From an optimization exercise on the open Yosys and OpenROAD flow, aimed at small area, a short achievable clock period and few clock cycles; shortcuts taken in it are not production practice. The RTL was checked by simulation tests, not by an equivalence proof against the original design.

## flow/design.v (module list and top-level ports; edited modules follow where they fit)
// module dts_sine_rom: 271 lines
// module dts_ctrl: 98 lines
// module dts_datapath: 1608 lines
// module decaying_tone_synth: 50 lines
module decaying_tone_synth (
  input  logic                                clk,
  input  logic                                rst,
  input  logic                                in_valid,
  output logic                                in_ready,
  input  logic                                start_req,
  output logic                                out_valid,
  input  logic                                out_ready,
  output logic signed [dts_pkg::SAMPLE_W-1:0] sample,
  output logic                                done_res,
  input  logic                                cfg_valid,
  output logic                                cfg_ready,
  input  logic [dts_pkg::CFG_IDX_W-1:0]       cfg_index,
  input  logic [dts_pkg::CFG_DATA_W-1:0]      cfg_data
);
  // ...
==> flow/run.sh <==
#!/bin/bash
# synth_recipe.tcl (not shown) runs the flow's synth.tcl, then flattens the netlist and writes it again
# the make line also repeats each setting of config.mk as NAME=value (left out here)
make -C /OpenROAD-flow-scripts/flow DESIGN_CONFIG=/design/flow/config.mk WORK_HOME=/design/flow/orfs CLKGATE_MAP_FILE= SYNTH_SCRIPT=/design/flow/synth_recipe.tcl finish
==> flow/config.mk <==
export PLATFORM = sky130hd
export DESIGN_NAME = decaying_tone_synth
export DESIGN_NICKNAME = decaying_tone_synth
export VERILOG_FILES = /design/flow/design.v
export SDC_FILE = /design/flow/constraint.sdc
export NUM_CORES = 4
export LEC_CHECK = 0
export CAP_MARGIN = 20
export CORE_MARGIN = 2
export CORE_UTILIZATION = 25
export PLACE_DENSITY = 0.45
export SLEW_MARGIN = 20
export SYNTH_MEMORY_MAX_BITS = 16384
==> flow/constraint.sdc <==
create_clock -name core_clock -period 10.0 [get_ports {clk}]
set_input_delay 2.0000 -clock core_clock [delete_from_list [all_inputs] [get_ports {clk}]]
set_output_delay 2.0000 -clock core_clock [all_outputs]
set_load 0.01 [all_outputs]
==> metrics.md, run 1 <==
| Metric | Value |
|---|---|
| Status | `complete, no violations` |
| Tapcell Cnt | `2325` |
| WHS Endpoint | `u_datapath.s2_env[6]` |
| Fmax | `0.1787 GHz` |
| Yosys Warn Count | `4` |
| Max reg flops | `80` |
| 1st-pass router iterations | `8` |
| Top Layer Used | `met5` |
| Layout non-clock buf frac | `0.02993` |
| Met2 Use GR | `0.2569` |
| Final std cells w/o fill | `7295` |
| Slew @ Worst Pin | `1134 ps` |
| Total core area | `173600 sq um` |
| M3 GR Usage | `0.02105` |
| Design area | `48370 sq um` |
| Mux share of post-synthesis cell area | `0.006704` |
| Starting Density | `0.2515` |
| Biggest Area Class | `multi-input combinational cells` |
| Post-Syn Area | `43670 sq um` |
| Worst flop-to-flop path startpoint | `u_datapath.s3_neg[0]` |
| Top reg by flops | `u_ctrl.mem` |
| Hold Buf Count CTS | `0` |
| Nets | `5538` |
| Worst hold path type | `reg2reg` |
| Hold_sp | `u_datapath.s1_env[6]` |
| CP endpoint kind | `register` |
| Die height | `422.0 microns` |
| Final Max Slew Viols | `0` |
| Non-CTS inverters | `497` |
| Met1 Use GR | `0.2211` |
| Clock buffer count | `68` |
| Synth area leader | `dfxtp_1` |
| Layout Skew | `58.58 ps` |
| Num sequential | `487` |
| Largest net degree at the start of global routing | `85` |
| Ordered list of cells on the worst path | `xnor2_1 -> fa_1 -> inv_1 -> fa_1 -> inv_1 -> fa_1 -> fa_1 -> a31oi_1 -> nor2_1 -> maj3_1 -> maj3_2 -> maj3_2 -> maj3_2 -> maj3_1 -> maj3_2` |
| Skew-Pair Late Insertion Delay | `660 ps` |
| Adder-cell area share of the yosys netlist | `0.2298` |
Testbench counts, summed over its fixed seeds: cycles 12,720.
==> module dts_sine_rom, before the edit <==
module dts_sine_rom (
  input  logic [9:0]  k,
  output logic [14:0] m,
  output logic        s
);
  logic [8:0] j;
  assign j = k[8] ? (9'd256 - {1'b0, k[7:0]}) : {1'b0, k[7:0]};
  assign s = k[9];
  always_comb begin
    case (j)
      9'd0: m = 15'd0;
      9'd1: m = 15'd201;
      9'd2: m = 15'd402;
      9'd3: m = 15'd603;
      9'd4: m = 15'd804;
      9'd5: m = 15'd1005;
      9'd6: m = 15'd1206;
      9'd7: m = 15'd1407;
      9'd8: m = 15'd1608;
      9'd9: m = 15'd1809;
      9'd10: m = 15'd2009;
      9'd11: m = 15'd2210;
      9'd12: m = 15'd2410;
      9'd13: m = 15'd2611;
      9'd14: m = 15'd2811;
      9'd15: m = 15'd3012;
      9'd16: m = 15'd3212;
      9'd17: m = 15'd3412;
      9'd18: m = 15'd3612;
      9'd19: m = 15'd3811;
      9'd20: m = 15'd4011;
      9'd21: m = 15'd4210;
      9'd22: m = 15'd4410;
      9'd23: m = 15'd4609;
      9'd24: m = 15'd4808;
      9'd25: m = 15'd5007;
      9'd26: m = 15'd5205;
      9'd27: m = 15'd5404;
      9'd28: m = 15'd5602;
      9'd29: m = 15'd5800;
      9'd30: m = 15'd5998;
      9'd31: m = 15'd6195;
      9'd32: m = 15'd6393;
      9'd33: m = 15'd6590;
      9'd34: m = 15'd6786;
      9'd35: m = 15'd6983;
      9'd36: m = 15'd7179;
      9'd37: m = 15'd7375;
      9'd38: m = 15'd7571;
      9'd39: m = 15'd7767;
      9'd40: m = 15'd7962;
      9'd41: m = 15'd8157;
      9'd42: m = 15'd8351;
      9'd43: m = 15'd8545;
      9'd44: m = 15'd8739;
      9'd45: m = 15'd8933;
      9'd46: m = 15'd9126;
      9'd47: m = 15'd9319;
      9'd48: m = 15'd9512;
      9'd49: m = 15'd9704;
      9'd50: m = 15'd9896;
      9'd51: m = 15'd10087;
      9'd52: m = 15'd10278;
      9'd53: m = 15'd10469;
      9'd54: m = 15'd10659;
      9'd55: m = 15'd10849;
      9'd56: m = 15'd11039;
      9'd57: m = 15'd11228;
      9'd58: m = 15'd11417;
      9'd59: m = 15'd11605;
      9'd60: m = 15'd11793;
      9'd61: m = 15'd11980;
      9'd62: m = 15'd12167;
      9'd63: m = 15'd12353;
      9'd64: m = 15'd12539;
      9'd65: m = 15'd12725;
      9'd66: m = 15'd12910;
      9'd67: m = 15'd13094;
      9'd68: m = 15'd13279;
      9'd69: m = 15'd13462;
      9'd70: m = 15'd13645;
      9'd71: m = 15'd13828;
      9'd72: m = 15'd14010;
      9'd73: m = 15'd14191;
      9'd74: m = 15'd14372;
      9'd75: m = 15'd14553;
      9'd76: m = 15'd14732;
      9'd77: m = 15'd14912;
      9'd78: m = 15'd15090;
      9'd79: m = 15'd15269;
      9'd80: m = 15'd15446;
      9'd81: m = 15'd15623;
      9'd82: m = 15'd15800;
      9'd83: m = 15'd15976;
      9'd84: m = 15'd16151;
      9'd85: m = 15'd16325;
      9'd86: m = 15'd16499;
      9'd87: m = 15'd16673;
      9'd88: m = 15'd16846;
      9'd89: m = 15'd17018;
      9'd90: m = 15'd17189;
      9'd91: m = 15'd17360;
      9'd92: m = 15'd17530;
      9'd93: m = 15'd17700;
      9'd94: m = 15'd17869;
      9'd95: m = 15'd18037;
      9'd96: m = 15'd18204;
      9'd97: m = 15'd18371;
      9'd98: m = 15'd18537;
      9'd99: m = 15'd18703;
      9'd100: m = 15'd18868;
      9'd101: m = 15'd19032;
      9'd102: m = 15'd19195;
      9'd103: m = 15'd19357;
      9'd104: m = 15'd19519;
      9'd105: m = 15'd19680;
      9'd106: m = 15'd19841;
      9'd107: m = 15'd20000;
      9'd108: m = 15'd20159;
      9'd109: m = 15'd20317;
      9'd110: m = 15'd20475;
      9'd111: m = 15'd20631;
      9'd112: m = 15'd20787;
      9'd113: m = 15'd20942;
      9'd114: m = 15'd21096;
      9'd115: m = 15'd21250;
      9'd116: m = 15'd21403;
      9'd117: m = 15'd21554;
      9'd118: m = 15'd21705;
      9'd119: m = 15'd21856;
      9'd120: m = 15'd22005;
      9'd121: m = 15'd22154;
      9'd122: m = 15'd22301;
      9'd123: m = 15'd22448;
      9'd124: m = 15'd22594;
      9'd125: m = 15'd22739;
      9'd126: m = 15'd22884;
      9'd127: m = 15'd23027;
      9'd128: m = 15'd23170;
      9'd129: m = 15'd23311;
      9'd130: m = 15'd23452;
      9'd131: m = 15'd23592;
      9'd132: m = 15'd23731;
      9'd133: m = 15'd23870;
      9'd134: m = 15'd24007;
      9'd135: m = 15'd24143;
      9'd136: m = 15'd24279;
      9'd137: m = 15'd24413;
      9'd138: m = 15'd24547;
      9'd139: m = 15'd24680;
      9'd140: m = 15'd24811;
      9'd141: m = 15'd24942;
      9'd142: m = 15'd25072;
      9'd143: m = 15'd25201;
      9'd144: m = 15'd25329;
      9'd145: m = 15'd25456;
      9'd146: m = 15'd25582;
      9'd147: m = 15'd25708;
      9'd148: m = 15'd25832;
      9'd149: m = 15'd25955;
      9'd150: m = 15'd26077;
      9'd151: m = 15'd26198;
      9'd152: m = 15'd26319;
      9'd153: m = 15'd26438;
      9'd154: m = 15'd26556;
      9'd155: m = 15'd26674;
      9'd156: m = 15'd26790;
      9'd157: m = 15'd26905;
      9'd158: m = 15'd27019;
      9'd159: m = 15'd27133;
      9'd160: m = 15'd27245;
      9'd161: m = 15'd27356;
      9'd162: m = 15'd27466;
      9'd163: m = 15'd27575;
      9'd164: m = 15'd27683;
      9'd165: m = 15'd27790;
      9'd166: m = 15'd27896;
      9'd167: m = 15'd28001;
      9'd168: m = 15'd28105;
      9'd169: m = 15'd28208;
      9'd170: m = 15'd28310;
      9'd171: m = 15'd28411;
      9'd172: m = 15'd28510;
      9'd173: m = 15'd28609;
      9'd174: m = 15'd28706;
      9'd175: m = 15'd28803;
      9'd176: m = 15'd28898;
      9'd177: m = 15'd28992;
      9'd178: m = 15'd29085;
      9'd179: m = 15'd29177;
      9'd180: m = 15'd29268;
      9'd181: m = 15'd29358;
      9'd182: m = 15'd29447;
      9'd183: m = 15'd29535;
      9'd184: m = 15'd29621;
      9'd185: m = 15'd29706;
      9'd186: m = 15'd29791;
      9'd187: m = 15'd29874;
      9'd188: m = 15'd29956;
      9'd189: m = 15'd30037;
      9'd190: m = 15'd30117;
      9'd191: m = 15'd30195;
      9'd192: m = 15'd30273;
      9'd193: m = 15'd30349;
      9'd194: m = 15'd30424;
      9'd195: m = 15'd30498;
      9'd196: m = 15'd30571;
      9'd197: m = 15'd30643;
      9'd198: m = 15'd30714;
      9'd199: m = 15'd30783;
      9'd200: m = 15'd30852;
      9'd201: m = 15'd30919;
      9'd202: m = 15'd30985;
      9'd203: m = 15'd31050;
      9'd204: m = 15'd31113;
      9'd205: m = 15'd31176;
      9'd206: m = 15'd31237;
      9'd207: m = 15'd31297;
      9'd208: m = 15'd31356;
      9'd209: m = 15'd31414;
      9'd210: m = 15'd31470;
      9'd211: m = 15'd31526;
      9'd212: m = 15'd31580;
      9'd213: m = 15'd31633;
      9'd214: m = 15'd31685;
      9'd215: m = 15'd31736;
      9'd216: m = 15'd31785;
      9'd217: m = 15'd31833;
      9'd218: m = 15'd31880;
      9'd219: m = 15'd31926;
      9'd220: m = 15'd31971;
      9'd221: m = 15'd32014;
      9'd222: m = 15'd32057;
      9'd223: m = 15'd32098;
      9'd224: m = 15'd32137;
      9'd225: m = 15'd32176;
      9'd226: m = 15'd32213;
      9'd227: m = 15'd32250;
      9'd228: m = 15'd32285;
      9'd229: m = 15'd32318;
      9'd230: m = 15'd32351;
      9'd231: m = 15'd32382;
      9'd232: m = 15'd32412;
      9'd233: m = 15'd32441;
      9'd234: m = 15'd32469;
      9'd235: m = 15'd32495;
      9'd236: m = 15'd32521;
      9'd237: m = 15'd32545;
      9'd238: m = 15'd32567;
      9'd239: m = 15'd32589;
      9'd240: m = 15'd32609;
      9'd241: m = 15'd32628;
      9'd242: m = 15'd32646;
      9'd243: m = 15'd32663;
      9'd244: m = 15'd32678;
      9'd245: m = 15'd32692;
      9'd246: m = 15'd32705;
      9'd247: m = 15'd32717;
      9'd248: m = 15'd32728;
      9'd249: m = 15'd32737;
      9'd250: m = 15'd32745;
      9'd251: m = 15'd32752;
      9'd252: m = 15'd32757;
      9'd253: m = 15'd32762;
      9'd254: m = 15'd32765;
      9'd255: m = 15'd32766;
      9'd256: m = 15'd32767;
      default: m = 15'd0;
    endcase
  end
endmodule
==> inputs of run 2 (changes only) <==
--- a/flow/design.v
+++ b/flow/design.v
@@ -14,27 +14,23 @@
   localparam logic [FREQ_W-1:0]  FREQ_RST   = 15'd500;
   localparam logic [PSTEP_W-1:0] PSTEP_RST  = 32'd48695733;
   localparam logic [COUNT_W-1:0] COUNT_RST  = 20'd4410;
   localparam logic [ESTEP_W-1:0] ESTEP_RST  = 16'd15;
   localparam logic [FREQ_W-1:0]  HALF_ENABLE_HZ = 15'd200;
   localparam logic [ENV_W-1:0]   ENV_FULL       = 16'hFFFF;
   localparam int                 GAIN_MAIN      = 9830;
   localparam int                 GAIN_HALF      = 3277;
-  localparam int CREDITS     = 6;
+  localparam int CREDITS     = 7;
 endpackage
 `timescale 1ns / 1ps
 module dts_sine_rom (
-  input  logic [9:0]  k,
-  output logic [14:0] m,
-  output logic        s
+  input  logic [8:0]  j,
+  output logic [14:0] m
 );
-  logic [8:0] j;
-  assign j = k[8] ? (9'd256 - {1'b0, k[7:0]}) : {1'b0, k[7:0]};
-  assign s = k[9];
   always_comb begin
     case (j)
       9'd0: m = 15'd0;
       9'd1: m = 15'd201;
       9'd2: m = 15'd402;
       9'd3: m = 15'd603;
       9'd4: m = 15'd804;
       9'd5: m = 15'd1005;
@@ -455,285 +451,302 @@
         end
       end else if (!over_run) begin
         sample_index   <= sample_index + dts_pkg::COUNT_W'(1);
         phase_acc      <= phase_acc + {1'b0, phase_step};
         envelope_level <= env_dec;
       end
     end
   end
+  logic [8:0]                j_main, j_half;
+  logic                      s0_valid, s0_over;
+  logic [8:0]                s0_jm, s0_jh;
+  logic                      s0_ms, s0_hs;
+  logic [dts_pkg::ENV_W-1:0] s0_env;
+  assign j_main = phase_acc[30] ? (9'd256 - {1'b0, phase_acc[29:22]}) : {1'b0, phase_acc[29:22]};
+  assign j_half = phase_acc[31] ? (9'd256 - {1'b0, phase_acc[30:23]}) : {1'b0, phase_acc[30:23]};
+  always_ff @(posedge clk) begin
+    if (rst) begin
+      s0_valid <= 1'b0;
+    end else begin
+      s0_valid <= accept;
+    end
+    s0_over <= over;
+    s0_jm   <= start_req ? '0 : j_main;
+    s0_ms   <= phase_acc[31] && !start_req;
+    s0_jh   <= start_req ? '0 : j_half;
+    s0_hs   <= phase_acc[32] && !start_req;
+    s0_env  <= start_req ? dts_pkg::ENV_FULL : envelope_level;
+  end
   logic [14:0] rom_main_m, rom_half_m;
-  logic        rom_main_s, rom_half_s;
+  logic        half_en;
+  assign half_en = frequency_hz > dts_pkg::HALF_ENABLE_HZ;
   dts_sine_rom u_rom_main (
-    .k (phase_acc[31:22]),
-    .m (rom_main_m),
-    .s (rom_main_s)
+    .j (s0_jm),
+    .m (rom_main_m)
   );
   dts_sine_rom u_rom_half (
-    .k (phase_acc[32:23]),
-    .m (rom_half_m),
-    .s (rom_half_s)
+    .j (s0_jh),
+    .m (rom_half_m)
   );
   logic                      s1_valid, s1_over;
-  logic [14:0]               s1_mm, s1_hm;
+  logic [15:0]               s1_x, s1_y;
   logic                      s1_ms, s1_hs;
   logic [dts_pkg::ENV_W-1:0] s1_env;
   always_ff @(posedge clk) begin
     if (rst) begin
       s1_valid <= 1'b0;
     end else begin
-      s1_valid <= accept;
+      s1_valid <= s0_valid;
     end
-    s1_over <= over;
-    s1_mm   <= start_req ? '0 : rom_main_m;
-    s1_ms   <= rom_main_s && !start_req;
-    s1_hm   <= start_req ? '0 : rom_half_m;
-    s1_hs   <= rom_half_s && !start_req;
-    s1_env  <= start_req ? dts_pkg::ENV_FULL : envelope_level;
+    s1_over <= s0_over;
+    s1_x    <= {s0_ms, rom_main_m ^ {15{s0_ms}}};
+    s1_ms   <= s0_ms;
+    s1_y    <= {16{half_en}} & {s0_hs, rom_half_m ^ {15{s0_hs}}};
+    s1_hs   <= s0_hs && half_en;
+    s1_env  <= s0_env;
   end
-  logic half_en;
-  assign half_en = frequency_hz > dts_pkg::HALF_ENABLE_HZ;
-  wire mx_1 = ((s1_hm[0] ^ s1_hs) & half_en);
-  wire mx_2 = (s1_hs & half_en);
-  wire mx_3 = ((s1_hm[1] ^ s1_hs) & half_en);
-  wire mx_4 = (s1_mm[0] ^ s1_ms);
+  wire mx_1 = s1_y[0];
+  wire mx_2 = s1_hs;
+  wire mx_3 = s1_y[1];
+  wire mx_4 = s1_x[0];
   wire mx_5 = s1_ms;
-  wire mx_6 = ((s1_hm[2] ^ s1_hs) & half_en);
-  wire mx_7 = (s1_mm[1] ^ s1_ms);
-  wire mx_8 = (s1_mm[0] ^ s1_ms);
+  wire mx_6 = s1_y[2];
+  wire mx_7 = s1_x[1];
+  wire mx_8 = s1_x[0];
   wire mx_9 = s1_ms;
-  wire mx_10 = ((s1_hm[0] ^ s1_hs) & half_en);
-  wire mx_11 = (s1_hs & half_en);
-  wire mx_12 = ((s1_hm[3] ^ s1_hs) & half_en);
-  wire mx_13 = (s1_mm[2] ^ s1_ms);
-  wire mx_14 = (s1_mm[1] ^ s1_ms);
-  wire mx_15 = ((s1_hm[1] ^ s1_hs) & half_en);
-  wire mx_16 = ((s1_hm[0] ^ s1_hs) & half_en);
-  wire mx_17 = (s1_hs & half_en);
-  wire mx_18 = ((s1_hm[4] ^ s1_hs) & half_en);
-  wire mx_19 = (s1_mm[3] ^ s1_ms);
-  wire mx_20 = (s1_mm[2] ^ s1_ms);
-  wire mx_21 = ((s1_hm[2] ^ s1_hs) & half_en);
-  wire mx_22 = ((s1_hm[1] ^ s1_hs) & half_en);
-  wire mx_23 = ((s1_hm[5] ^ s1_hs) & half_en);
-  wire mx_24 = (s1_mm[4] ^ s1_ms);
-  wire mx_25 = (s1_mm[3] ^ s1_ms);
-  wire mx_26 = ((s1_hm[3] ^ s1_hs) & half_en);
-  wire mx_27 = ((s1_hm[2] ^ s1_hs) & half_en);
-  wire mx_28 = (s1_mm[0] ^ s1_ms);
+  wire mx_10 = s1_y[0];
+  wire mx_11 = s1_hs;
+  wire mx_12 = s1_y[3];
+  wire mx_13 = s1_x[2];
+  wire mx_14 = s1_x[1];
+  wire mx_15 = s1_y[1];
+  wire mx_16 = s1_y[0];
+  wire mx_17 = s1_hs;
+  wire mx_18 = s1_y[4];
+  wire mx_19 = s1_x[3];
+  wire mx_20 = s1_x[2];
+  wire mx_21 = s1_y[2];
+  wire mx_22 = s1_y[1];
+  wire mx_23 = s1_y[5];
+  wire mx_24 = s1_x[4];
+  wire mx_25 = s1_x[3];
+  wire mx_26 = s1_y[3];
+  wire mx_27 = s1_y[2];
+  wire mx_28 = s1_x[0];
   wire mx_29 = s1_ms;
-  wire mx_30 = ((s1_hm[6] ^ s1_hs) & half_en);
-  wire mx_31 = (s1_mm[5] ^ s1_ms);
-  wire mx_32 = (s1_mm[4] ^ s1_ms);
-  wire mx_33 = ((s1_hm[4] ^ s1_hs) & half_en);
-  wire mx_34 = ((s1_hm[3] ^ s1_hs) & half_en);
-  wire mx_35 = (s1_mm[1] ^ s1_ms);
-  wire mx_36 = (s1_mm[0] ^ s1_ms);
+  wire mx_30 = s1_y[6];
+  wire mx_31 = s1_x[5];
+  wire mx_32 = s1_x[4];
+  wire mx_33 = s1_y[4];
+  wire mx_34 = s1_y[3];
+  wire mx_35 = s1_x[1];
+  wire mx_36 = s1_x[0];
   wire mx_37 = s1_ms;
-  wire mx_38 = ((s1_hm[0] ^ s1_hs) & half_en);
-  wire mx_39 = (s1_hs & half_en);
-  wire mx_40 = ((s1_hm[7] ^ s1_hs) & half_en);
-  wire mx_41 = (s1_mm[6] ^ s1_ms);
-  wire mx_42 = (s1_mm[5] ^ s1_ms);
-  wire mx_43 = ((s1_hm[5] ^ s1_hs) & half_en);
-  wire mx_44 = ((s1_hm[4] ^ s1_hs) & half_en);
-  wire mx_45 = (s1_mm[2] ^ s1_ms);
-  wire mx_46 = (s1_mm[1] ^ s1_ms);
-  wire mx_47 = ((s1_hm[1] ^ s1_hs) & half_en);
-  wire mx_48 = ((s1_hm[0] ^ s1_hs) & half_en);
-  wire mx_49 = (s1_hs & half_en);
-  wire mx_50 = ((s1_hm[8] ^ s1_hs) & half_en);
-  wire mx_51 = (s1_mm[7] ^ s1_ms);
-  wire mx_52 = (s1_mm[6] ^ s1_ms);
-  wire mx_53 = ((s1_hm[6] ^ s1_hs) & half_en);
-  wire mx_54 = ((s1_hm[5] ^ s1_hs) & half_en);
-  wire mx_55 = (s1_mm[3] ^ s1_ms);
-  wire mx_56 = (s1_mm[2] ^ s1_ms);
-  wire mx_57 = ((s1_hm[2] ^ s1_hs) & half_en);
-  wire mx_58 = ((s1_hm[1] ^ s1_hs) & half_en);
-  wire mx_59 = ((s1_hm[9] ^ s1_hs) & half_en);
-  wire mx_60 = (s1_mm[8] ^ s1_ms);
-  wire mx_61 = (s1_mm[7] ^ s1_ms);
-  wire mx_62 = ((s1_hm[7] ^ s1_hs) & half_en);
-  wire mx_63 = ((s1_hm[6] ^ s1_hs) & half_en);
-  wire mx_64 = (s1_mm[4] ^ s1_ms);
-  wire mx_65 = (s1_mm[3] ^ s1_ms);
-  wire mx_66 = ((s1_hm[3] ^ s1_hs) & half_en);
-  wire mx_67 = ((s1_hm[2] ^ s1_hs) & half_en);
-  wire mx_68 = (s1_mm[0] ^ s1_ms);
+  wire mx_38 = s1_y[0];
+  wire mx_39 = s1_hs;
+  wire mx_40 = s1_y[7];
+  wire mx_41 = s1_x[6];
+  wire mx_42 = s1_x[5];
+  wire mx_43 = s1_y[5];
+  wire mx_44 = s1_y[4];
+  wire mx_45 = s1_x[2];
+  wire mx_46 = s1_x[1];
+  wire mx_47 = s1_y[1];
+  wire mx_48 = s1_y[0];
+  wire mx_49 = s1_hs;
+  wire mx_50 = s1_y[8];
+  wire mx_51 = s1_x[7];
+  wire mx_52 = s1_x[6];
+  wire mx_53 = s1_y[6];
+  wire mx_54 = s1_y[5];
+  wire mx_55 = s1_x[3];
+  wire mx_56 = s1_x[2];
+  wire mx_57 = s1_y[2];
+  wire mx_58 = s1_y[1];
+  wire mx_59 = s1_y[9];
+  wire mx_60 = s1_x[8];
+  wire mx_61 = s1_x[7];
+  wire mx_62 = s1_y[7];
+  wire mx_63 = s1_y[6];
+  wire mx_64 = s1_x[4];
+  wire mx_65 = s1_x[3];
+  wire mx_66 = s1_y[3];
+  wire mx_67 = s1_y[2];
+  wire mx_68 = s1_x[0];
   wire mx_69 = s1_ms;
-  wire mx_70 = ((s1_hm[10] ^ s1_hs) & half_en);
-  wire mx_71 = (s1_mm[9] ^ s1_ms);
-  wire mx_72 = (s1_mm[8] ^ s1_ms);
-  wire mx_73 = ((s1_hm[8] ^ s1_hs) & half_en);
-  wire mx_74 = ((s1_hm[7] ^ s1_hs) & half_en);
-  wire mx_75 = (s1_mm[5] ^ s1_ms);
-  wire mx_76 = (s1_mm[4] ^ s1_ms);
-  wire mx_77 = ((s1_hm[4] ^ s1_hs) & half_en);
-  wire mx_78 = ((s1_hm[3] ^ s1_hs) & half_en);
-  wire mx_79 = (s1_mm[1] ^ s1_ms);
-  wire mx_80 = (s1_mm[0] ^ s1_ms);
+  wire mx_70 = s1_y[10];
+  wire mx_71 = s1_x[9];
+  wire mx_72 = s1_x[8];
+  wire mx_73 = s1_y[8];
+  wire mx_74 = s1_y[7];
+  wire mx_75 = s1_x[5];
+  wire mx_76 = s1_x[4];
+  wire mx_77 = s1_y[4];
+  wire mx_78 = s1_y[3];
+  wire mx_79 = s1_x[1];
+  wire mx_80 = s1_x[0];
   wire mx_81 = s1_ms;
-  wire mx_82 = ((s1_hm[0] ^ s1_hs) & half_en);
-  wire mx_83 = (s1_hs & half_en);
-  wire mx_84 = ((s1_hm[11] ^ s1_hs) & half_en);
-  wire mx_85 = (s1_mm[10] ^ s1_ms);
-  wire mx_86 = (s1_mm[9] ^ s1_ms);
-  wire mx_87 = ((s1_hm[9] ^ s1_hs) & half_en);
-  wire mx_88 = ((s1_hm[8] ^ s1_hs) & half_en);
-  wire mx_89 = (s1_mm[6] ^ s1_ms);
-  wire mx_90 = (s1_mm[5] ^ s1_ms);
-  wire mx_91 = ((s1_hm[5] ^ s1_hs) & half_en);
-  wire mx_92 = ((s1_hm[4] ^ s1_hs) & half_en);
-  wire mx_93 = (s1_mm[2] ^ s1_ms);
-  wire mx_94 = (s1_mm[1] ^ s1_ms);
-  wire mx_95 = ((s1_hm[1] ^ s1_hs) & half_en);
-  wire mx_96 = ((s1_hm[0] ^ s1_hs) & half_en);
-  wire mx_97 = (s1_hs & half_en);
-  wire mx_98 = ((s1_hm[12] ^ s1_hs) & half_en);
-  wire mx_99 = (s1_mm[11] ^ s1_ms);
-  wire mx_100 = (s1_mm[10] ^ s1_ms);
-  wire mx_101 = ((s1_hm[10] ^ s1_hs) & half_en);
-  wire mx_102 = ((s1_hm[9] ^ s1_hs) & half_en);
-  wire mx_103 = (s1_mm[7] ^ s1_ms);
-  wire mx_104 = (s1_mm[6] ^ s1_ms);
-  wire mx_105 = ((s1_hm[6] ^ s1_hs) & half_en);
-  wire mx_106 = ((s1_hm[5] ^ s1_hs) & half_en);
-  wire mx_107 = (s1_mm[3] ^ s1_ms);
-  wire mx_108 = (s1_mm[2] ^ s1_ms);
-  wire mx_109 = ((s1_hm[2] ^ s1_hs) & half_en);
-  wire mx_110 = ((s1_hm[1] ^ s1_hs) & half_en);
-  wire mx_111 = ((s1_hm[13] ^ s1_hs) & half_en);
-  wire mx_112 = (s1_mm[12] ^ s1_ms);
-  wire mx_113 = (s1_mm[11] ^ s1_ms);
-  wire mx_114 = ((s1_hm[11] ^ s1_hs) & half_en);
-  wire mx_115 = ((s1_hm[10] ^ s1_hs) & half_en);
-  wire mx_116 = (s1_mm[8] ^ s1_ms);
-  wire mx_117 = (s1_mm[7] ^ s1_ms);
-  wire mx_118 = ((s1_hm[7] ^ s1_hs) & half_en);
-  wire mx_119 = ((s1_hm[6] ^ s1_hs) & half_en);
-  wire mx_120 = (s1_mm[4] ^ s1_ms);
-  wire mx_121 = (s1_mm[3] ^ s1_ms);
-  wire mx_122 = ((s1_hm[3] ^ s1_hs) & half_en);
-  wire mx_123 = ((s1_hm[2] ^ s1_hs) & half_en);
-  wire mx_124 = (s1_mm[0] ^ s1_ms);
+  wire mx_82 = s1_y[0];
+  wire mx_83 = s1_hs;
+  wire mx_84 = s1_y[11];
+  wire mx_85 = s1_x[10];
+  wire mx_86 = s1_x[9];
+  wire mx_87 = s1_y[9];
+  wire mx_88 = s1_y[8];
+  wire mx_89 = s1_x[6];
+  wire mx_90 = s1_x[5];
+  wire mx_91 = s1_y[5];
+  wire mx_92 = s1_y[4];
+  wire mx_93 = s1_x[2];
+  wire mx_94 = s1_x[1];
+  wire mx_95 = s1_y[1];
+  wire mx_96 = s1_y[0];
+  wire mx_97 = s1_hs;
+  wire mx_98 = s1_y[12];
+  wire mx_99 = s1_x[11];
+  wire mx_100 = s1_x[10];
+  wire mx_101 = s1_y[10];
+  wire mx_102 = s1_y[9];
+  wire mx_103 = s1_x[7];
+  wire mx_104 = s1_x[6];
+  wire mx_105 = s1_y[6];
+  wire mx_106 = s1_y[5];
+  wire mx_107 = s1_x[3];
+  wire mx_108 = s1_x[2];
+  wire mx_109 = s1_y[2];
+  wire mx_110 = s1_y[1];
+  wire mx_111 = s1_y[13];
+  wire mx_112 = s1_x[12];
+  wire mx_113 = s1_x[11];
+  wire mx_114 = s1_y[11];
+  wire mx_115 = s1_y[10];
+  wire mx_116 = s1_x[8];
+  wire mx_117 = s1_x[7];
+  wire mx_118 = s1_y[7];
+  wire mx_119 = s1_y[6];
+  wire mx_120 = s1_x[4];
+  wire mx_121 = s1_x[3];
+  wire mx_122 = s1_y[3];
+  wire mx_123 = s1_y[2];
+  wire mx_124 = s1_x[0];
   wire mx_125 = s1_ms;
-  wire mx_126 = ((s1_hm[14] ^ s1_hs) & half_en);
-  wire mx_127 = (s1_mm[13] ^ s1_ms);
-  wire mx_128 = (s1_mm[12] ^ s1_ms);
-  wire mx_129 = ((s1_hm[12] ^ s1_hs) & half_en);
-  wire mx_130 = ((s1_hm[11] ^ s1_hs) & half_en);
-  wire mx_131 = (s1_mm[9] ^ s1_ms);
-  wire mx_132 = (s1_mm[8] ^ s1_ms);
-  wire mx_133 = ((s1_hm[8] ^ s1_hs) & half_en);
-  wire mx_134 = ((s1_hm[7] ^ s1_hs) & half_en);
-  wire mx_135 = (s1_mm[5] ^ s1_ms);
-  wire mx_136 = (s1_mm[4] ^ s1_ms);
-  wire mx_137 = ((s1_hm[4] ^ s1_hs) & half_en);
-  wire mx_138 = ((s1_hm[3] ^ s1_hs) & half_en);
-  wire mx_139 = (s1_mm[1] ^ s1_ms);
-  wire mx_140 = ~((s1_hs & half_en));
-  wire mx_141 = (s1_mm[14] ^ s1_ms);
-  wire mx_142 = (s1_mm[13] ^ s1_ms);
-  wire mx_143 = ((s1_hm[13] ^ s1_hs) & half_en);
-  wire mx_144 = ((s1_hm[12] ^ s1_hs) & half_en);
-  wire mx_145 = (s1_mm[10] ^ s1_ms);
-  wire mx_146 = (s1_mm[9] ^ s1_ms);
-  wire mx_147 = ((s1_hm[9] ^ s1_hs) & half_en);
-  wire mx_148 = ((s1_hm[8] ^ s1_hs) & half_en);
-  wire mx_149 = (s1_mm[6] ^ s1_ms);
-  wire mx_150 = (s1_mm[5] ^ s1_ms);
-  wire mx_151 = ((s1_hm[5] ^ s1_hs) & half_en);
-  wire mx_152 = ((s1_hm[4] ^ s1_hs) & half_en);
-  wire mx_153 = (s1_mm[2] ^ s1_ms);
-  wire mx_154 = ~(s1_ms);
-  wire mx_155 = (s1_mm[14] ^ s1_ms);
-  wire mx_156 = ((s1_hm[14] ^ s1_hs) & half_en);
-  wire mx_157 = ((s1_hm[13] ^ s1_hs) & half_en);
-  wire mx_158 = (s1_mm[11] ^ s1_ms);
-  wire mx_159 = (s1_mm[10] ^ s1_ms);
-  wire mx_160 = ((s1_hm[10] ^ s1_hs) & half_en);
-  wire mx_161 = ((s1_hm[9] ^ s1_hs) & half_en);
-  wire mx_162 = (s1_mm[7] ^ s1_ms);
-  wire mx_163 = (s1_mm[6] ^ s1_ms);
-  wire mx_164 = ((s1_hm[6] ^ s1_hs) & half_en);
-  wire mx_165 = ((s1_hm[5] ^ s1_hs) & half_en);
-  wire mx_166 = (s1_mm[3] ^ s1_ms);
-  wire mx_167 = ~(s1_ms);
-  wire mx_168 = ~((s1_hs & half_en));
-  wire mx_169 = ((s1_hm[14] ^ s1_hs) & half_en);
-  wire mx_170 = (s1_mm[12] ^ s1_ms);
-  wire mx_171 = (s1_mm[11] ^ s1_ms);
-  wire mx_172 = ((s1_hm[11] ^ s1_hs) & half_en);
-  wire mx_173 = ((s1_hm[10] ^ s1_hs) & half_en);
-  wire mx_174 = (s1_mm[8] ^ s1_ms);
-  wire mx_175 = (s1_mm[7] ^ s1_ms);
-  wire mx_176 = ((s1_hm[7] ^ s1_hs) & half_en);
-  wire mx_177 = ((s1_hm[6] ^ s1_hs) & half_en);
-  wire mx_178 = (s1_mm[4] ^ s1_ms);
-  wire mx_179 = ~((s1_hs & half_en));
-  wire mx_180 = (s1_mm[13] ^ s1_ms);
-  wire mx_181 = (s1_mm[12] ^ s1_ms);
-  wire mx_182 = ((s1_hm[12] ^ s1_hs) & half_en);
-  wire mx_183 = ((s1_hm[11] ^ s1_hs) & half_en);
-  wire mx_184 = (s1_mm[9] ^ s1_ms);
-  wire mx_185 = (s1_mm[8] ^ s1_ms);
-  wire mx_186 = ((s1_hm[8] ^ s1_hs) & half_en);
-  wire mx_187 = ((s1_hm[7] ^ s1_hs) & half_en);
-  wire mx_188 = (s1_mm[5] ^ s1_ms);
-  wire mx_189 = (s1_mm[14] ^ s1_ms);
-  wire mx_190 = (s1_mm[13] ^ s1_ms);
-  wire mx_191 = ((s1_hm[13] ^ s1_hs) & half_en);
-  wire mx_192 = ((s1_hm[12] ^ s1_hs) & half_en);
-  wire mx_193 = (s1_mm[10] ^ s1_ms);
-  wire mx_194 = (s1_mm[9] ^ s1_ms);
-  wire mx_195 = ((s1_hm[9] ^ s1_hs) & half_en);
-  wire mx_196 = ((s1_hm[8] ^ s1_hs) & half_en);
-  wire mx_197 = (s1_mm[6] ^ s1_ms);
-  wire mx_198 = ~(s1_ms);
-  wire mx_199 = (s1_mm[14] ^ s1_ms);
-  wire mx_200 = ((s1_hm[14] ^ s1_hs) & half_en);
-  wire mx_201 = ((s1_hm[13] ^ s1_hs) & half_en);
-  wire mx_202 = (s1_mm[11] ^ s1_ms);
-  wire mx_203 = (s1_mm[10] ^ s1_ms);
-  wire mx_204 = ((s1_hm[10] ^ s1_hs) & half_en);
-  wire mx_205 = ((s1_hm[9] ^ s1_hs) & half_en);
-  wire mx_206 = (s1_mm[7] ^ s1_ms);
-  wire mx_207 = ~(s1_ms);
-  wire mx_208 = ~((s1_hs & half_en));
-  wire mx_209 = ((s1_hm[14] ^ s1_hs) & half_en);
-  wire mx_210 = (s1_mm[12] ^ s1_ms);
-  wire mx_211 = (s1_mm[11] ^ s1_ms);
-  wire mx_212 = ((s1_hm[11] ^ s1_hs) & half_en);
-  wire mx_213 = ((s1_hm[10] ^ s1_hs) & half_en);
-  wire mx_214 = (s1_mm[8] ^ s1_ms);
-  wire mx_215 = ~((s1_hs & half_en));
-  wire mx_216 = (s1_mm[13] ^ s1_ms);
-  wire mx_217 = (s1_mm[12] ^ s1_ms);
-  wire mx_218 = ((s1_hm[12] ^ s1_hs) & half_en);
-  wire mx_219 = ((s1_hm[11] ^ s1_hs) & half_en);
-  wire mx_220 = (s1_mm[9] ^ s1_ms);
-  wire mx_221 = (s1_mm[14] ^ s1_ms);
-  wire mx_222 = (s1_mm[13] ^ s1_ms);
-  wire mx_223 = ((s1_hm[13] ^ s1_hs) & half_en);
-  wire mx_224 = ((s1_hm[12] ^ s1_hs) & half_en);
-  wire mx_225 = (s1_mm[10] ^ s1_ms);
-  wire mx_226 = ~(s1_ms);
-  wire mx_227 = (s1_mm[14] ^ s1_ms);
-  wire mx_228 = ((s1_hm[14] ^ s1_hs) & half_en);
-  wire mx_229 = ((s1_hm[13] ^ s1_hs) & half_en);
-  wire mx_230 = (s1_mm[11] ^ s1_ms);
-  wire mx_231 = ~(s1_ms);
-  wire mx_232 = ~((s1_hs & half_en));
-  wire mx_233 = ((s1_hm[14] ^ s1_hs) & half_en);
-  wire mx_234 = (s1_mm[12] ^ s1_ms);
-  wire mx_235 = ~((s1_hs & half_en));
-  wire mx_236 = (s1_mm[13] ^ s1_ms);
-  wire mx_237 = (s1_mm[14] ^ s1_ms);
-  wire mx_238 = ~(s1_ms);
+  wire mx_126 = s1_y[14];
+  wire mx_127 = s1_x[13];
+  wire mx_128 = s1_x[12];
+  wire mx_129 = s1_y[12];
+  wire mx_130 = s1_y[11];
+  wire mx_131 = s1_x[9];
+  wire mx_132 = s1_x[8];
+  wire mx_133 = s1_y[8];
+  wire mx_134 = s1_y[7];
+  wire mx_135 = s1_x[5];
+  wire mx_136 = s1_x[4];
+  wire mx_137 = s1_y[4];
+  wire mx_138 = s1_y[3];
+  wire mx_139 = s1_x[1];
+  wire mx_140 = ~(s1_y[15]);
+  wire mx_141 = s1_x[14];
+  wire mx_142 = s1_x[13];
+  wire mx_143 = s1_y[13];
+  wire mx_144 = s1_y[12];
+  wire mx_145 = s1_x[10];
+  wire mx_146 = s1_x[9];
+  wire mx_147 = s1_y[9];
+  wire mx_148 = s1_y[8];
+  wire mx_149 = s1_x[6];
+  wire mx_150 = s1_x[5];
+  wire mx_151 = s1_y[5];
+  wire mx_152 = s1_y[4];
+  wire mx_153 = s1_x[2];
+  wire mx_154 = ~(s1_x[15]);
+  wire mx_155 = s1_x[14];
+  wire mx_156 = s1_y[14];
+  wire mx_157 = s1_y[13];
+  wire mx_158 = s1_x[11];
+  wire mx_159 = s1_x[10];
+  wire mx_160 = s1_y[10];
+  wire mx_161 = s1_y[9];
+  wire mx_162 = s1_x[7];
+  wire mx_163 = s1_x[6];
+  wire mx_164 = s1_y[6];
+  wire mx_165 = s1_y[5];
+  wire mx_166 = s1_x[3];
+  wire mx_167 = ~(s1_x[15]);
+  wire mx_168 = ~(s1_y[15]);
+  wire mx_169 = s1_y[14];
+  wire mx_170 = s1_x[12];
+  wire mx_171 = s1_x[11];
+  wire mx_172 = s1_y[11];
+  wire mx_173 = s1_y[10];
+  wire mx_174 = s1_x[8];
+  wire mx_175 = s1_x[7];
+  wire mx_176 = s1_y[7];
+  wire mx_177 = s1_y[6];
+  wire mx_178 = s1_x[4];
+  wire mx_179 = ~(s1_y[15]);
+  wire mx_180 = s1_x[13];
+  wire mx_181 = s1_x[12];
+  wire mx_182 = s1_y[12];
+  wire mx_183 = s1_y[11];
+  wire mx_184 = s1_x[9];
+  wire mx_185 = s1_x[8];
+  wire mx_186 = s1_y[8];
+  wire mx_187 = s1_y[7];
+  wire mx_188 = s1_x[5];
+  wire mx_189 = s1_x[14];
+  wire mx_190 = s1_x[13];
+  wire mx_191 = s1_y[13];
+  wire mx_192 = s1_y[12];
+  wire mx_193 = s1_x[10];
+  wire mx_194 = s1_x[9];
+  wire mx_195 = s1_y[9];
+  wire mx_196 = s1_y[8];
+  wire mx_197 = s1_x[6];
+  wire mx_198 = ~(s1_x[15]);
+  wire mx_199 = s1_x[14];
+  wire mx_200 = s1_y[14];
+  wire mx_201 = s1_y[13];
+  wire mx_202 = s1_x[11];
+  wire mx_203 = s1_x[10];
+  wire mx_204 = s1_y[10];
+  wire mx_205 = s1_y[9];
+  wire mx_206 = s1_x[7];
+  wire mx_207 = ~(s1_x[15]);
+  wire mx_208 = ~(s1_y[15]);
+  wire mx_209 = s1_y[14];
+  wire mx_210 = s1_x[12];
+  wire mx_211 = s1_x[11];
+  wire mx_212 = s1_y[11];
+  wire mx_213 = s1_y[10];
+  wire mx_214 = s1_x[8];
+  wire mx_215 = ~(s1_y[15]);
+  wire mx_216 = s1_x[13];
+  wire mx_217 = s1_x[12];
+  wire mx_218 = s1_y[12];
+  wire mx_219 = s1_y[11];
+  wire mx_220 = s1_x[9];
+  wire mx_221 = s1_x[14];
+  wire mx_222 = s1_x[13];
+  wire mx_223 = s1_y[13];
+  wire mx_224 = s1_y[12];
+  wire mx_225 = s1_x[10];
+  wire mx_226 = ~(s1_x[15]);
+  wire mx_227 = s1_x[14];
+  wire mx_228 = s1_y[14];
+  wire mx_229 = s1_y[13];
+  wire mx_230 = s1_x[11];
+  wire mx_231 = ~(s1_x[15]);
+  wire mx_232 = ~(s1_y[15]);
+  wire mx_233 = s1_y[14];
+  wire mx_234 = s1_x[12];
+  wire mx_235 = ~(s1_y[15]);
+  wire mx_236 = s1_x[13];
+  wire mx_237 = s1_x[14];
+  wire mx_238 = ~(s1_x[15]);
   wire mx_239 = mx_70 ^ mx_71;
   wire mx_240 = mx_70 & mx_71;
   wire mx_241 = mx_84 ^ mx_85 ^ mx_86;
   wire mx_242 = (mx_84 & mx_85) | (mx_84 & mx_86) | (mx_85 & mx_86);
   wire mx_243 = mx_98 ^ mx_99;
   wire mx_244 = mx_98 & mx_99;
   wire mx_245 = mx_111 ^ mx_112 ^ mx_113;
   wire mx_246 = (mx_111 & mx_112) | (mx_111 & mx_113) | (mx_112 & mx_113);
@@ -1914,97 +1927,122 @@
   wire mp_727 = mp_642 ^ mp_643 ^ mp_281;
   wire mp_728 = (mp_642 & mp_643) | (mp_642 & mp_281) | (mp_643 & mp_281);
   wire mp_729 = mp_644 ^ mp_645 ^ 1'b1;
   wire mp_730 = (mp_644 & mp_645) | (mp_644 & 1'b1) | (mp_645 & 1'b1);
   wire mp_731 = mp_646 ^ mp_284 ^ mp_285;
   wire mp_732 = (mp_646 & mp_284) | (mp_646 & mp_285) | (mp_284 & mp_285);
   wire mp_733 = mp_286 ^ 1'b1;
   wire mp_734 = mp_286 & 1'b1;
-  wire lc0_g1 = (mp_3 & 1'b0) | ((mp_3 | 1'b0) & (mp_1 & mp_2));
-  wire lc0_p1 = (mp_3 | 1'b0) & (mp_1 | mp_2);
-  wire lc0_g2 = (mp_648 & mp_649) | ((mp_648 | mp_649) & (mp_647 & mp_6));
-  wire lc0_p2 = (mp_648 | mp_649) & (mp_647 | mp_6);
-  wire lc0_g3 = (mp_652 & mp_653) | ((mp_652 | mp_653) & (mp_650 & mp_651));
-  wire lc0_p3 = (mp_652 | mp_653) & (mp_650 | mp_651);
-  wire lc0_g4 = (mp_656 & mp_657) | ((mp_656 | mp_657) & (mp_654 & mp_655));
-  wire lc0_p4 = (mp_656 | mp_657) & (mp_654 | mp_655);
-  wire lc0_g5 = lc0_g2 | (lc0_p2 & lc0_g1);
-  wire lc0_p5 = lc0_p2 & lc0_p1;
-  wire lc0_g6 = lc0_g4 | (lc0_p4 & lc0_g3);
-  wire lc0_p6 = lc0_p4 & lc0_p3;
-  wire lc0_g7 = lc0_g6 | (lc0_p6 & lc0_g5);
-  wire lc0_p7 = lc0_p6 & lc0_p5;
-  wire lc1_g1 = (mp_660 & mp_661) | ((mp_660 | mp_661) & (mp_658 & mp_659));
-  wire lc1_p1 = (mp_660 | mp_661) & (mp_658 | mp_659);
-  wire lc1_g2 = (mp_664 & mp_665) | ((mp_664 | mp_665) & (mp_662 & mp_663));
-  wire lc1_p2 = (mp_664 | mp_665) & (mp_662 | mp_663);
-  wire lc1_g3 = (mp_668 & mp_669) | ((mp_668 | mp_669) & (mp_666 & mp_667));
-  wire lc1_p3 = (mp_668 | mp_669) & (mp_666 | mp_667);
-  wire lc1_g4 = (mp_672 & mp_673) | ((mp_672 | mp_673) & (mp_670 & mp_671));
-  wire lc1_p4 = (mp_672 | mp_673) & (mp_670 | mp_671);
-  wire lc1_g5 = lc1_g2 | (lc1_p2 & lc1_g1);
-  wire lc1_p5 = lc1_p2 & lc1_p1;
-  wire lc1_g6 = lc1_g4 | (lc1_p4 & lc1_g3);
-  wire lc1_p6 = lc1_p4 & lc1_p3;
-  wire lc1_g7 = lc1_g6 | (lc1_p6 & lc1_g5);
-  wire lc1_p7 = lc1_p6 & lc1_p5;
-  wire lc2_g1 = (mp_676 & mp_677) | ((mp_676 | mp_677) & (mp_674 & mp_675));
-  wire lc2_p1 = (mp_676 | mp_677) & (mp_674 | mp_675);
-  wire lc2_g2 = (mp_680 & mp_681) | ((mp_680 | mp_681) & (mp_678 & mp_679));
-  wire lc2_p2 = (mp_680 | mp_681) & (mp_678 | mp_679);
-  wire lc2_g3 = (mp_684 & mp_685) | ((mp_684 | mp_685) & (mp_682 & mp_683));
-  wire lc2_p3 = (mp_684 | mp_685) & (mp_682 | mp_683);
-  wire lc2_g4 = (mp_688 & mp_689) | ((mp_688 | mp_689) & (mp_686 & mp_687));
-  wire lc2_p4 = (mp_688 | mp_689) & (mp_686 | mp_687);
-  wire lc2_g5 = lc2_g2 | (lc2_p2 & lc2_g1);
-  wire lc2_p5 = lc2_p2 & lc2_p1;
-  wire lc2_g6 = lc2_g4 | (lc2_p4 & lc2_g3);
-  wire lc2_p6 = lc2_p4 & lc2_p3;
-  wire lc2_g7 = lc2_g6 | (lc2_p6 & lc2_g5);
-  wire lc2_p7 = lc2_p6 & lc2_p5;
-  wire lc3_g1 = (mp_692 & mp_693) | ((mp_692 | mp_693) & (mp_690 & mp_691));
-  wire lc3_p1 = (mp_692 | mp_693) & (mp_690 | mp_691);
-  wire lc3_g2 = (mp_696 & mp_697) | ((mp_696 | mp_697) & (mp_694 & mp_695));
-  wire lc3_p2 = (mp_696 | mp_697) & (mp_694 | mp_695);
-  wire lc3_g3 = (mp_700 & mp_701) | ((mp_700 | mp_701) & (mp_698 & mp_699));
-  wire lc3_p3 = (mp_700 | mp_701) & (mp_698 | mp_699);
-  wire lc3_g4 = lc3_g2 | (lc3_p2 & lc3_g1);
-  wire lc3_p4 = lc3_p2 & lc3_p1;
-  wire lc3_g5 = (mp_702 & mp_703) | ((mp_702 | mp_703) & lc3_g3);
-  wire lc3_p5 = (mp_702 | mp_703) & lc3_p3;
-  wire lc3_g6 = lc3_g5 | (lc3_p5 & lc3_g4);
-  wire lc3_p6 = lc3_p5 & lc3_p4;
   logic                s4_valid, s4_over;
-  logic [14:0]         s4_h0, s4_h1;
-  logic [3:0]          s4_g, s4_p;
+  logic [45:0]         s4_p0, s4_p1;
   always_ff @(posedge clk) begin
     if (rst) begin
       s4_valid <= 1'b0;
     end else begin
       s4_valid <= s3_valid;
     end
     s4_over <= s3_over;
-    s4_h0   <= {mp_732, mp_730, mp_728, mp_726, mp_724, mp_722, mp_720, mp_718, mp_716, mp_714, mp_712, mp_710, mp_708, mp_706, mp_704};
-    s4_h1   <= {mp_733, mp_731, mp_729, mp_727, mp_725, mp_723, mp_721, mp_719, mp_717, mp_715, mp_713, mp_711, mp_709, mp_707, mp_705};
-    s4_g    <= {lc3_g6, lc2_g7, lc1_g7, lc0_g7};
-    s4_p    <= {lc3_p6, lc2_p7, lc1_p7, lc0_p7};
-  end
-  logic                cin;
-  logic [14:0]         y;
-  always_comb begin
-    cin = 1'b0;
-    for (int i = 0; i < 4; i++) begin
-      cin = s4_g[i] | (s4_p[i] & cin);
-    end
+    s4_p0[0] <= mp_1;
+    s4_p1[0] <= mp_2;
+    s4_p0[1] <= mp_3;
+    s4_p0[2] <= mp_647;
+    s4_p1[2] <= mp_6;
+    s4_p0[3] <= mp_648;
+    s4_p1[3] <= mp_649;
+    s4_p0[4] <= mp_650;
+    s4_p1[4] <= mp_651;
+    s4_p0[5] <= mp_652;
+    s4_p1[5] <= mp_653;
+    s4_p0[6] <= mp_654;
+    s4_p1[6] <= mp_655;
+    s4_p0[7] <= mp_656;
+    s4_p1[7] <= mp_657;
+    s4_p0[8] <= mp_658;
+    s4_p1[8] <= mp_659;
+    s4_p0[9] <= mp_660;
+    s4_p1[9] <= mp_661;
+    s4_p0[10] <= mp_662;
+    s4_p1[10] <= mp_663;
+    s4_p0[11] <= mp_664;
+    s4_p1[11] <= mp_665;
+    s4_p0[12] <= mp_666;
+    s4_p1[12] <= mp_667;
+    s4_p0[13] <= mp_668;
+    s4_p1[13] <= mp_669;
+    s4_p0[14] <= mp_670;
+    s4_p1[14] <= mp_671;
+    s4_p0[15] <= mp_672;
+    s4_p1[15] <= mp_673;
+    s4_p0[16] <= mp_674;
+    s4_p1[16] <= mp_675;
+    s4_p0[17] <= mp_676;
+    s4_p1[17] <= mp_677;
+    s4_p0[18] <= mp_678;
+    s4_p1[18] <= mp_679;
+    s4_p0[19] <= mp_680;
+    s4_p1[19] <= mp_681;
+    s4_p0[20] <= mp_682;
+    s4_p1[20] <= mp_683;
+    s4_p0[21] <= mp_684;
+    s4_p1[21] <= mp_685;
+    s4_p0[22] <= mp_686;
+    s4_p1[22] <= mp_687;
+    s4_p0[23] <= mp_688;
+    s4_p1[23] <= mp_689;
+    s4_p0[24] <= mp_690;
+    s4_p1[24] <= mp_691;
+    s4_p0[25] <= mp_692;
+    s4_p1[25] <= mp_693;
+    s4_p0[26] <= mp_694;
+    s4_p1[26] <= mp_695;
+    s4_p0[27] <= mp_696;
+    s4_p1[27] <= mp_697;
+    s4_p0[28] <= mp_698;
+    s4_p1[28] <= mp_699;
+    s4_p0[29] <= mp_700;
+    s4_p1[29] <= mp_701;
+    s4_p0[30] <= mp_702;
+    s4_p1[30] <= mp_703;
+    s4_p0[31] <= mp_704;
+    s4_p1[31] <= mp_705;
+    s4_p0[32] <= mp_706;
+    s4_p1[32] <= mp_707;
+    s4_p0[33] <= mp_708;
+    s4_p1[33] <= mp_709;
+    s4_p0[34] <= mp_710;
+    s4_p1[34] <= mp_711;
+    s4_p0[35] <= mp_712;
+    s4_p1[35] <= mp_713;
+    s4_p0[36] <= mp_714;
+    s4_p1[36] <= mp_715;
+    s4_p0[37] <= mp_716;
+    s4_p1[37] <= mp_717;
+    s4_p0[38] <= mp_718;
+    s4_p1[38] <= mp_719;
+    s4_p0[39] <= mp_720;
+    s4_p1[39] <= mp_721;
+    s4_p0[40] <= mp_722;
+    s4_p1[40] <= mp_723;
+    s4_p0[41] <= mp_724;
+    s4_p1[41] <= mp_725;
+    s4_p0[42] <= mp_726;
+    s4_p1[42] <= mp_727;
+    s4_p0[43] <= mp_728;
+    s4_p1[43] <= mp_729;
+    s4_p0[44] <= mp_730;
+    s4_p1[44] <= mp_731;
+    s4_p0[45] <= mp_732;
+    s4_p1[45] <= mp_733;
   end
-  assign y         = s4_h0 + s4_h1 + {14'd0, cin};
+  logic [45:0]         prod;
+  assign prod      = {s4_p0[45], s4_p0[44], s4_p0[43], s4_p0[42], s4_p0[41], s4_p0[40], s4_p0[39], s4_p0[38], s4_p0[37], s4_p0[36], s4_p0[35], s4_p0[34], s4_p0[33], s4_p0[32], s4_p0[31], s4_p0[30], s4_p0[29], s4_p0[28], s4_p0[27], s4_p0[26], s4_p0[25], s4_p0[24], s4_p0[23], s4_p0[22], s4_p0[21], s4_p0[20], s4_p0[19], s4_p0[18], s4_p0[17], s4_p0[16], s4_p0[15], s4_p0[14], s4_p0[13], s4_p0[12], s4_p0[11], s4_p0[10], s4_p0[9], s4_p0[8], s4_p0[7], s4_p0[6], s4_p0[5], s4_p0[4], s4_p0[3], s4_p0[2], s4_p0[1], s4_p0[0]} + {s4_p1[45], s4_p1[44], s4_p1[43], s4_p1[42], s4_p1[41], s4_p1[40], s4_p1[39], s4_p1[38], s4_p1[37], s4_p1[36], s4_p1[35], s4_p1[34], s4_p1[33], s4_p1[32], s4_p1[31], s4_p1[30], s4_p1[29], s4_p1[28], s4_p1[27], s4_p1[26], s4_p1[25], s4_p1[24], s4_p1[23], s4_p1[22], s4_p1[21], s4_p1[20], s4_p1[19], s4_p1[18], s4_p1[17], s4_p1[16], s4_p1[15], s4_p1[14], s4_p1[13], s4_p1[12], s4_p1[11], s4_p1[10], s4_p1[9], s4_p1[8], s4_p1[7], s4_p1[6], s4_p1[5], s4_p1[4], s4_p1[3], s4_p1[2], 1'b0, s4_p1[0]};
   assign res_valid = s4_valid;
   assign res_done  = s4_over;
-  assign res_y     = s4_over ? '0 : y;
+  assign res_y     = s4_over ? '0 : prod[45:31];
 endmodule
 `timescale 1ns / 1ps
 module decaying_tone_synth (
   input  logic                                clk,
   input  logic                                rst,
   input  logic                                in_valid,
   output logic                                in_ready,
   input  logic                                start_req,
==> flow/config.mk (replaced) <==
export PLATFORM = sky130hd
export DESIGN_NAME = decaying_tone_synth
export DESIGN_NICKNAME = decaying_tone_synth
export VERILOG_FILES = /design/flow/design.v
export SDC_FILE = /design/flow/constraint.sdc
export NUM_CORES = 4
export LEC_CHECK = 0
export CAP_MARGIN = 60
export CORE_MARGIN = 2
export CORE_UTILIZATION = 25
export PLACE_DENSITY = 0.45
export SLEW_MARGIN = 60
export SYNTH_MEMORY_MAX_BITS = 16384
==> run 2 against run 1 <==
Global-route usage fell by 0.52 points. Cell area rose by 8.1%. Die area rose by 6.9%. First-iteration DRC count fell by 16%. Via count rose by 2.3%. Register-to-register slack improved by 1500 ps. Worst hold slack got worse by 30 ps. Final cell count rose by 4.6%. Non-clock buffer count fell by 52. Synthesized area rose by 7.0%. Count of clock-buffer cells in the layout rose by 28. Largest cell class unchanged.
==> metrics.md, run 2 <==
| Metric | Value |
|---|---|
| Synth area leader | `dfxtp_1` |
| CTS sink count | `597` |
| Most frequent cell after synthesis | `inv_1` |
| Vias in the first global route | `38610` |
| RePlAce Congestion | `0.9087` |
| Skew-Pair Late Insertion Delay | `700 ps (+40 ps)` |
| Worst reg2reg path depth | `12` |
| DRC | `0` |
| 1st-pass router iterations | `7 (-1)` |
| Starting Density | `0.2517 (about the same)` |
| # rows | `158` |
| RSZ-0062 raised after global routing | `no` |
| All-Layer GR Usage | `0.1544` |
| Design area | `52280 sq um (+8.1%)` |
| Final-report hold violation count | `0` |
| WL/cell | `19.65 microns` |
| Final worst slack | `5883 ps` |
| Most common cell after layout, fill and taps aside | `inv_1` |
| IO Port Bufs | `58` |
| Placed instance count | `7497` |
| Pre-CTS WS | `5639 ps` |
| CTS tree | `built` |
| FILL cells | `19680` |
| Cells after synthesis | `5315` |
| Cell variety after synth | `88` |
| Total core area | `185600 sq um (+6.9%)` |
| Nets | `5729 (+3.4%)` |
| DRT iter0 DRCs | `2836` |
| Clock buffer depth | `3` |
| WS Path Type | `reg2reg` |
| Top reg by flops | `u_ctrl.mem` |
| Total gr overflow | `0` |
| Seq/Total Area, Yosys | `0.2798` |
| Most frequent cells in the layout | `inv_1, nand2_1, dfxtp_1, fa_1, a21oi_1` |
| Worst hold path depth | `0` |
| Max reg flops | `96 (+20%)` |
| Largest net degree at the start of global routing | `95 (+12%)` |
| Hold Buf Count CTS | `0 (unchanged)` |
| Reg-to-reg setup timing slack | `5880 ps` |
| Die height | `436.3 microns (+3.4%)` |
| Area delta synth->final | `11.90%` |
| Root Driver | `clkbuf_16` |
| Synth top area cells | `dfxtp_1, fa_1, edfxtp_1` |
| Tmin final | `4117 ps` |
| Vias | `38160` |
| Utilization after layout | `0.2816` |
| Post-Syn Area | `46720 sq um (+7.0%)` |
| Fmax | `0.2429 GHz (+36%)` |
| Post-synth top cells | `inv_1, dfxtp_1, nand2_1` |
| Final setup fails | `0` |
| Chip width | `436.3 microns` |
| Quantity of gates resized following cts | `0` |
| Share of cells above drive strength 1 | `0.07128` |
| #FFs+latches synth | `597` |
| Status | `complete, no violations` |
| Yosys Warn Count | `4 (unchanged)` |
| DRT Wirelength | `149900 microns` |
| WHS Endpoint | `u_datapath.s2_env[9]` |
| N_diodes | `0` |
| Post-synth EDFFs | `112` |
| Most used cell, CP | `nor2_1` |
| Most used DFF post-synth | `dfxtp_1` |
| Syn nets | `5950` |
| Antenna violations before repair | `2` |
| Vias per Instance | `5.002` |
| WHS | `295.1 ps` |
| CP max-delay cell | `ha_2` |
| Worst flop-to-flop path startpoint | `u_datapath.s0_jh[0]` |
| Hpwl dp | `105900 microns` |
| Hold_sp | `u_datapath.s1_env[9]` |
| Worst Path Max Fanout | `27` |
| Die area | `190400 sq um` |
| Layout Skew | `46.28 ps (-12.29 ps)` |
| CP endpoint kind | `register` |
| Final Max Slew Viols | `0 (unchanged)` |
| Clk slew on worst S/H paths | `60 ps` |
| Slew headroom | `0.5989` |
| Syn avg cell area | `8.791 sq um` |
| Setup_tns | `0 ps` |
| Post-synth top area share | `0.2078` |
| Post-CTS Setup Inserts | `0` |
| Num CTS Buffers | `73` |
| Worst r2r dst | `u_datapath.s1_y[5]` |
| Required time of the critical path | `10620 ps` |
| Largest regs | `u_ctrl.mem (96), u_datapath.s4_p0 (46), u_datapath.s4_p1 (45)` |
| Tcrit/Tclk final | `0.4117` |
| Slew @ Worst Pin | `596.3 ps (-537.5 ps)` |
| Async set or reset register ratio after synthesis | `0` |
| Crit path largest cell delay | `550 ps` |
| H-tree depth | `3` |
| Max_cap viols | `0` |
| Worst EP arrival | `4740 ps` |
| Ordered list of cells on the worst path | `buf_4 -> clkinv_1 -> ha_2 -> nor2_1 -> nand2_1 -> a311oi_1 -> a21oi_1 -> mux4_2 -> nor2_1 -> a31oi_1 -> o21ai_0 -> mux2i_1` |
| I/O pins | `60` |
| Crit. Startpoint | `u_datapath.s0_jh[0]` |
| First-pass GRT wire length | `233500 microns` |
| Final std cells w/o fill | `7629 (+4.6%)` |
| Worst hold path type | `reg2reg` |
| Startpoint types | `register` |
| Dpl cell area | `49700 sq um` |
| Post-route ant nets | `0` |
==> run 2: worst max path at each step <==
stage | end | slack [ps]
4_1_cts | in_ready | 5830
2_1_floorplan | u_datapath.s2_r1[12] | 6230
3_3_place_gp | u_ctrl.qcount[2] | 5410
6_report | u_datapath.s1_y[5] | 5880
5_1_grt | u_datapath.s2_r1[18] | 5690
3_5_place_dp | u_ctrl.qcount[2] | 5640
==> run 2: metal layers <==
layer	vias up	global-route usage	wire [microns]
met5	-	0	0
met4	0	0.04822	4562
met3	291	0.02257	8225
met2	1275	0.2554	70000
met1	18690	0.2064	67140
li1	17910	-	-
==> run 2: cell families (layout without fill, tap and decap cells) <==
| family | after synthesis | count (layout) | synth area share |
|---|---|---|---|
| AO/OA/AOI/OAI | 1457 | 1457 | 0.2092 |
| XOR/XNOR | 382 | 382 | 0.07161 |
| AND/OR/NAND/NOR | 1270 | 1270 | 0.1267 |
| buffers and inverters | 967 | 801 | 0.08015 |
| multiplexers | 45 | 45 | 0.01425 |
| flip-flops | 597 | 597 | 0.2798 |
| adder cells (fa/ha/maj) | 596 | 596 | 0.2182 |
| other | 1 | 1 | 0.00008026 |
==> run 2: area by class of cell <==
class	count	area, sq um	share of cell area
clock buffer	96	1984	0.03796
inverter	549	2063	0.03946
clock inverter	34	529.3	0.01012
timing repair buffer	122	1304	0.02494
tap	2480	3103	0.05935
multi-input combinational	3751	30110	0.5758
sequential	597	13190	0.2523
==> run 2: critical path, delay by kind of cell, from the launching register on <==
family	cells	cell delay, ps
flops	1	300
simple gates	3	650
buf+inv	2	850
mux	2	720
compound gates	4	950
fa+ha+maj	1	550
Testbench counts of run 2, summed over its fixed seeds: cycles 12,768.
==> inputs of run 3 (changes only) <==
--- a/flow/config.mk
+++ b/flow/config.mk
@@ -6,8 +6,8 @@
 export NUM_CORES = 4
 export LEC_CHECK = 0
-export CAP_MARGIN = 60
+export CAP_MARGIN = 85
 export CORE_MARGIN = 2
 export CORE_UTILIZATION = 25
 export PLACE_DENSITY = 0.45
-export SLEW_MARGIN = 60
+export SLEW_MARGIN = 85
 export SYNTH_MEMORY_MAX_BITS = 16384
==> run 3 against run 2 <==
Worst hold slack better by 20 ps. Register-to-register slack worse by 5400 ps. Critical path type unchanged. Maximum frequency is 57% lower. Global-route usage increased by 0.65 points. Synthesized area did not move. Still clean on timing, DRC and antenna. Cell area is 27% higher. Worst setup slack worse by 5400 ps. First-iteration DRC count is 5.4% lower.
==> metrics.md, run 3 <==
| Metric | Value |
|---|---|
| Status | `complete, no violations` |
| Worst Path Max Fanout | `13 (-52%)` |
| Post-synth top area share | `0.2078 (unchanged)` |
| CTS sink count | `597 (unchanged)` |
| WS Path Type | `reg2reg` |
| Max_cap viols | `0 (unchanged)` |
| Cell variety after synth | `88 (unchanged)` |
| Vias per Instance | `4.971 (-0.62%)` |
| H-tree depth | `3 (unchanged)` |
| Worst EP arrival | `10120 ps (+5380 ps)` |
| Yosys Warn Count | `4 (unchanged)` |
| Tcrit/Tclk final | `0.9550 (+0.5433)` |
| Share of cells above drive strength 1 | `0.3117 (+0.2405)` |
| Post-CTS Setup Inserts | `0 (unchanged)` |
| RePlAce Congestion | `0.9087 (unchanged)` |
| Worst hold path type | `reg2reg` |
| Area delta synth->final | `41.90%` |
| IO Port Bufs | `58 (unchanged)` |
| Max reg flops | `96 (unchanged)` |
| Layout Skew | `35.20 ps (-11.08 ps)` |
| CP endpoint kind | `register` |
| Syn avg cell area | `8.791 sq um (unchanged)` |
| Adder-cell area share of the yosys netlist | `0.2182 (unchanged)` |
| Final setup fails | `0 (unchanged)` |
| Tmin final | `9550 ps (+5433 ps)` |
| Total gr overflow | `0 (unchanged)` |
| Top delay family on crit path | `buffers and inverters` |
| DRT iter0 DRCs | `2683 (-5.4%)` |
| Post-route ant nets | `0 (unchanged)` |
| # rows | `158 (unchanged)` |
| FILL cells | `18420 (-6.4%)` |
| DRT Wirelength | `158000 microns (+5.4%)` |
| Top reg by flops | `u_ctrl.mem` |
| Total core area | `185600 sq um (unchanged)` |
| Nets | `6324 (+10%)` |
| #FFs+latches synth | `597 (unchanged)` |
| Vias in the first global route | `41280 (+6.9%)` |
| WHS | `315.1 ps (+20.02 ps)` |
| I/O pins | `60 (unchanged)` |
| Syn nets | `5950 (unchanged)` |
| CTS tree | `built` |
| Antenna violations before repair | `3 (+1)` |
| Utilization after layout | `0.3572 (+0.07552)` |
run 3: changes by cell type in the layout (fill, tap and decap cells not counted), moves of 85 or more:
cell             before  now
ha_1                221  136
xnor2_2               0   96
xnor2_1             251  152
clkdlybuf4s50_1      56  211
buf_4                34  122
a21oi_1             350  253
buf_8                 6  121
o21ai_0             212   83
nor2_1              296  204
run 3: cell type report:
type / count / area, sq um / area share
Tap cell: 2480 / 3103 / 0.04680
Antenna cell: 2 / 5.005 / 0.00007549
Timing Repair Buffer: 720 / 7600 / 0.1146
Sequential cell: 597 / 13420 / 0.2024
Clock inverter: 31 / 452.9 / 0.006832
Inverter: 549 / 2117 / 0.03193
Clock buffer: 97 / 1986 / 0.02995
Multi-Input combinational cell: 3751 / 37610 / 0.5673
run 3: path summary, 6_finish.rpt:
path                             start              endpoint  slack (ps)  cells after the start
hold / removal    u_datapath.s1_env[9]  u_datapath.s2_env[9]         320                      0
hold reg to reg   u_datapath.s1_env[9]  u_datapath.s2_env[9]         320                      0
setup reg to reg   u_datapath.s0_jh[0]    u_datapath.s1_y[9]         450                     30
setup / recovery   u_datapath.s0_jh[0]    u_datapath.s1_y[9]         450                     30
run 3: layer usage:
layer / global-route usage / wire [microns]
met1: 0.2132 / 69650
met2: 0.2697 / 75720
met3: 0.02133 / 7490
met4: 0.05118 / 5154
met5: 0 / 0
run 3: kinds of logic (layout without fill, tap and decap cells):
family,count (synthesis),count (layout)
compound gates,1457,1457
simple gates,1270,1270
buf+inv,967,1397
flops,597,597
fa+ha+maj,596,596
xor+xnor,382,382
mux,45,45
other cells,1,3
run 3: per-stage QoR:
step,worst slack [ps],instance area [sq um],cells
6_report,450.1,66300,8227
5_1_grt,182.3,66300,8226
4_1_cts,1672,63000,8128
3_5_place_dp,1707,60560,8000
3_3_place_gp,5413,49190,7487
2_1_floorplan,6234,46720,5315
run 3: worst reg2reg max path: cells and delay by family (launching register included):
kind | cells | cell delay, ps
buffers and inverters | 20 | 7580
AO/OA/AOI/OAI | 3 | 550
AND/OR/NAND/NOR | 5 | 540
flip-flops | 1 | 340
adder cells (fa/ha/maj) | 1 | 280
XOR/XNOR | 1 | 130
run 3: repair_timing:
action	4_1_cts	5_1_grt
endpoints found under the setup margin	0	1
hold buffers	0	0
resized for setup	0	3

[port drivers added, routing unchanged]
The flow's constraints put no driver on any port. The routed layouts listed below were extracted and timed again, unchanged, in two steps.
Step 1, drivers: a clkbuf_16 drives clk and a buf_2 each remaining input, both assumed.
Step 2, shift: input delay + t, output delay - t, t = (earliest + latest rising clock arrival at the registers) / 2. This alone moves slack from input paths to output paths.
a / b / c = ideal / step 1 / step 2; a / b = the first two.
run	t, ns	setup slack, ns	hold WS [ns]
run 1	0.703	4.405 / 4.405 / 4.405	0.326 / 0.326 / 0.326
run 2	0.744	5.883 / 5.883 / 5.644	0.295 / 0.295 / 0.295
run 3	0.756	0.450 / 0.450 / 0.450	0.315 / 0.315 / 0.315
After both steps every run listed still meets setup and hold. The setup slack of run 2, which loses most, moves by 0.000 ns with the drivers and by -0.239 ns with both steps.
